Source: an optimization exercise on an open RTL-to-GDS flow (aim: small area, a short achievable clock period and few clock cycles per item). Production flows keep margins and buffers that such runs may drop.
Function was checked by simulation only, so behaviour that the tests miss may differ from the original.
No activity file was given, so power comes from the tool's default toggle rates.

==> v20: inputs <==
==> flow/design.v (excerpt) <==
module boosted_stump_ensemble_classifier_unit (
  input  logic                               clk_i,
  input  logic                               rst_ni,
  input  logic                               psel,
  input  logic                               penable,
  input  logic                               pwrite,
  input  logic [2:0]                         paddr,
  input  logic [31:0]                        pwdata,
  output logic [31:0]                        prdata,
  output logic                               pready,
  input  logic                               in_valid_i,
  output logic                               in_stall_o,
  input  logic                               cmd_i,
  input  logic [4:0]                         entry_index_i,
  input  logic [2:0]                         stump_feature_i,
  input  logic signed [15:0]                 stump_threshold_i,
  input  logic                               stump_direction_i,
  input  logic [1:0]                         stump_class_i,
  input  logic [15:0]                        stump_alpha_i,
  input  logic signed [15:0]                 feature_a_i,
  input  logic signed [15:0]                 feature_b_i,
  input  logic signed [15:0]                 feature_c_i,
  input  logic signed [15:0]                 feature_d_i,
  input  logic signed [15:0]                 feature_e_i,
  output logic                               out_valid_o,
  input  logic                               out_stall_i,
  output logic [1:0]                         predicted_class_o,
  output logic [20:0]                        score_none_o,
  output logic [20:0]                        score_ball_o,
  output logic [20:0]                        score_box_o
);
  ...
==> module bsec_dp, before the edit <==
module bsec_dp (
  input  logic                                 clk_i,
  input  logic                                 wr_en_i,
  input  logic                                 adv_i,
  input  logic [5:0]                           stumps_i,
  input  logic [bsec_pkg::IdxW-1:0]            entry_index_i,
  input  logic [2:0]                           stump_feature_i,
  input  logic signed [bsec_pkg::FeatW-1:0]    stump_threshold_i,
  input  logic                                 stump_direction_i,
  input  logic [1:0]                           stump_class_i,
  input  logic [bsec_pkg::AlphaW-1:0]          stump_alpha_i,
  input  logic signed [bsec_pkg::FeatW-1:0]    feature_a_i,
  input  logic signed [bsec_pkg::FeatW-1:0]    feature_b_i,
  input  logic signed [bsec_pkg::FeatW-1:0]    feature_c_i,
  input  logic signed [bsec_pkg::FeatW-1:0]    feature_d_i,
  input  logic signed [bsec_pkg::FeatW-1:0]    feature_e_i,
  output logic [1:0]                           predicted_class_o,
  output logic [bsec_pkg::ScoreW-1:0]          score_none_o,
  output logic [bsec_pkg::ScoreW-1:0]          score_ball_o,
  output logic [bsec_pkg::ScoreW-1:0]          score_box_o
);
  localparam int unsigned N  = bsec_pkg::MaxStumps;
  localparam int unsigned FW = bsec_pkg::FeatW;
  localparam int unsigned AW = bsec_pkg::AlphaW;
  localparam int unsigned SW = bsec_pkg::ScoreW;
  logic [3:0]    t_fsel  [N];    
  logic [FW-1:0] t_w     [N];    
  logic          t_dir   [N];
  logic [1:0]    t_cls   [N];    
  logic [AW-1:0] t_alpha [N];
  logic                 w_void;
  logic signed [FW-1:0] w_thr;
  assign w_void = (stump_feature_i > 3'd4) ||
                  (stump_direction_i && (stump_threshold_i == 16'sh7fff));
  assign w_thr  = stump_direction_i ? (stump_threshold_i + 16'sd1) : stump_threshold_i;
  always_ff @(posedge clk_i) begin
    for (int k = 0; k < N; k++) begin
      if (wr_en_i && (entry_index_i == k[bsec_pkg::IdxW-1:0])) begin
        t_fsel[k]  <= 4'b0001 << stump_feature_i;    
        t_w[k]     <= ~(w_thr ^ 16'h8000);
        t_dir[k]   <= stump_direction_i;
        t_cls[k]   <= w_void ? 2'd3 : stump_class_i;
        t_alpha[k] <= stump_alpha_i;
      end
    end
  end
  logic [FW-1:0] xu [5];
  assign xu[0] = feature_a_i ^ 16'h8000;
  assign xu[1] = feature_b_i ^ 16'h8000;
  assign xu[2] = feature_c_i ^ 16'h8000;
  assign xu[3] = feature_d_i ^ 16'h8000;
  assign xu[4] = feature_e_i ^ 16'h8000;
  function automatic logic ge_carry(input logic [FW-1:0] x, input logic [FW-1:0] w);
    logic [FW-1:0] g, p;
    g = x & w;
    p = x | w;
    for (int s = 1; s < FW; s = s * 2) begin
      for (int i = FW - 1; i >= 0; i--) begin
        if ((i % (2 * s)) == (2 * s - 1)) begin
          g[i] = g[i] | (p[i] & g[i - s]);
          p[i] = p[i] & p[i - s];
        end
      end
    end
    ge_carry = g[FW-1] | p[FW-1];
  endfunction
  logic [N-1:0] fire, fire_q;
  always_comb begin
    for (int k = 0; k < N; k++) begin
      logic [FW-1:0] x;
      x = '0;
      for (int f = 0; f < 4; f++) begin
        x = x | (xu[f] & {FW{t_fsel[k][f]}});
      end
      x = x | (xu[4] & {FW{t_fsel[k] == 4'b0000}});
      fire[k] = (stumps_i > k[5:0]) && (ge_carry(x, t_w[k]) == t_dir[k]);
    end
  end
  always_ff @(posedge clk_i) begin
    if (adv_i) fire_q <= fire;
  end
  localparam int unsigned CUT = 5;
  logic [N*AW-1:0]   op_n  [3];
  logic [CUT*SW-1:0] row_n [3];
  logic [CUT*SW-1:0] row_q [3];
  for (genvar c = 0; c < 3; c++) begin : g_hi
    for (genvar k = 0; k < N; k++) begin : g_op
      logic vote;
      assign vote = fire_q[k] && (t_cls[k] == c);
      assign op_n[c][k*AW +: AW] = ~(t_alpha[k] & {AW{vote}});
    end
    bsec_csa_hi u_hi (.op_n(op_n[c]), .row_n(row_n[c]));
  end
  always_ff @(posedge clk_i) begin
    if (adv_i) begin
      for (int c = 0; c < 3; c++) begin
        row_q[c] <= row_n[c];
      end
    end
  end
  logic [SW-1:0] sum [3];
  logic [SW-1:0] sum_q [3];
  for (genvar c = 0; c < 3; c++) begin : g_lo
    bsec_csa_lo u_lo (.row_n(row_q[c]), .sum(sum[c]));
  end
  always_ff @(posedge clk_i) begin
    if (adv_i) begin
      for (int c = 0; c < 3; c++) begin
        sum_q[c] <= sum[c];
      end
    end
  end
  logic          gt10, gt20, gt21;
  logic [1:0]    best;
  assign gt10 = sum_q[1] > sum_q[0];
  assign gt20 = sum_q[2] > sum_q[0];
  assign gt21 = sum_q[2] > sum_q[1];
  assign best = (gt20 && gt21) ? 2'd2 : (gt10 ? 2'd1 : 2'd0);
  logic [SW-1:0] s0_q, s1_q, s2_q;
  logic [1:0]    cls_q;
  always_ff @(posedge clk_i) begin
    if (adv_i) begin
      s0_q  <= sum_q[0];
      s1_q  <= sum_q[1];
      s2_q  <= sum_q[2];
      cls_q <= best;
    end
  end
  assign predicted_class_o = cls_q;
  assign score_none_o      = s0_q;
  assign score_ball_o      = s1_q;
  assign score_box_o       = s2_q;
endmodule
Settings: LEC_CHECK=0, CAP_MARGIN=20, CELL_PAD_IN_SITES_DETAIL_PLACEMENT=1, CELL_PAD_IN_SITES_GLOBAL_PLACEMENT=1, CORE_MARGIN=2, CORE_UTILIZATION=45, CTS_BUF_LIST=sky130_fd_sc_hd__clkbuf_4 sky130_fd_sc_hd__clkbuf_8, PLACE_DENSITY=0.62, SETUP_SLACK_MARGIN=4.1, SLEW_MARGIN=20, SYNTH_HIERARCHICAL=1; clock period 8.0 ns.
run.sh (not shown) runs the stock make flow with config.mk's settings and CLKGATE_MAP_FILE= SYNTH_SCRIPT=/design/flow/synth_recipe.tcl, a recipe that flattens the netlist after the stock synthesis.
==> v25 (differences from v20) <==
--- a/flow/design.v
+++ b/flow/design.v
@@ -114,3 +114,4 @@
   endfunction
-  logic [N-1:0] fire, fire_q;
+  logic [N-1:0] fire [3];
+  logic [N-1:0] fire_q [3];
   always_comb begin
@@ -118,2 +119,3 @@
       logic [FW-1:0] x;
+      logic          hit;
       x = '0;
@@ -123,3 +125,6 @@
       x = x | (xu[4] & {FW{t_fsel[k] == 4'b0000}});
-      fire[k] = (stumps_i > k[5:0]) && (ge_carry(x, t_w[k]) == t_dir[k]);
+      hit = (stumps_i > k[5:0]) && (ge_carry(x, t_w[k]) == t_dir[k]);
+      for (int c = 0; c < 3; c++) begin
+        fire[c][k] = hit && (t_cls[k] == c[1:0]);
+      end
     end
@@ -127,3 +132,7 @@
   always_ff @(posedge clk_i) begin
-    if (adv_i) fire_q <= fire;
+    if (adv_i) begin
+      for (int c = 0; c < 3; c++) begin
+        fire_q[c] <= fire[c];
+      end
+    end
   end
@@ -135,5 +144,3 @@
     for (genvar k = 0; k < N; k++) begin : g_op
-      logic vote;
-      assign vote = fire_q[k] && (t_cls[k] == c);
-      assign op_n[c][k*AW +: AW] = ~(t_alpha[k] & {AW{vote}});
+      assign op_n[c][k*AW +: AW] = ~(t_alpha[k] & {AW{fire_q[c][k]}});
     end
CTS_BUF_LIST = sky130_fd_sc_hd__clkbuf_8   (was sky130_fd_sc_hd__clkbuf_4 sky130_fd_sc_hd__clkbuf_8)
CTS_CLUSTER_DIAMETER = 40   (was not set)
CTS_CLUSTER_SIZE = 12   (was not set)
==> results.tsv <==
stage	metric	value	unit
sta	tightestPinTransition	1.23	ns
detailed_routing	wl_met1	201	mm
power	ir_worst_vdd	442	uV
power	p_comb	33.9	mW
run_status	outcome	complete, no violations	
setup_path	crit_path_start	feature_e_i[2]	
layout	regArea	53900	um2
logic_synthesis	synth-compound-area-share	13.8	%
hold_path	hold-path-endpoint	u_dp.s0_q[17]	
power	p_leak	42.8	nW
[end of results for v25]
==> results.tsv <==
stage	metric	value	unit
run_status	outcome	complete, no violations	
grt	grt_overflow	0	
die	die_x	518	um
hold_path	hold-path-endpoint	u_dp.s0_q[3]	
logic_synthesis	synth-compound-area-share	14.2	%
setup_path	crit_path_start	u_dp.t_cls[7][1]	
sta	hold_slack	0.445	ns
layout	clkCellAreaFrac	4.62	%
layout	regArea	52000	um2
detailed_routing	wl_met1	202	mm
[end of results for v20]
Testbench counts of v20, summed over its fixed seeds: cycles 2,201, items 1,920.
Testbench counts of v25, summed over its fixed seeds: cycles 2,201, items 1,920.

[re-timing with driven ports]
How much do the figures lean on ideal ports? The routed layouts below were timed once more, with nothing changed but the port constraints.
Step 1 (the two cells are an assumption about what drives the block):
set clk [get_ports {clk_i}]
set_driving_cell -lib_cell sky130_fd_sc_hd__clkbuf_16 $clk
set_driving_cell -lib_cell sky130_fd_sc_hd__buf_2 [delete_from_list [all_inputs] $clk]
Step 2 times the ports against the registers' clock, not the clock port: input delays grow and output delays shrink by t, the midpoint of the rising clock arrivals with the driver on.
Slacks: no drivers / after step 1 / after step 2; pairs: no drivers / after step 1.
run	t, ns	slack for setup (ns)	hold slack, ns	clock arrival spread, ns
v20	1.229	3.828 / 3.828 / 2.889	0.445 / 0.445 / 0.445	0.099 / 0.099
v25	1.202	4.045 / 4.054 / 2.903	0.433 / 0.433 / 0.433	0.071 / 0.072
After both steps every run listed still meets setup and hold. For v25, which loses most, drivers alone change the setup slack by +0.009 ns; drivers and shift together by -1.142 ns.
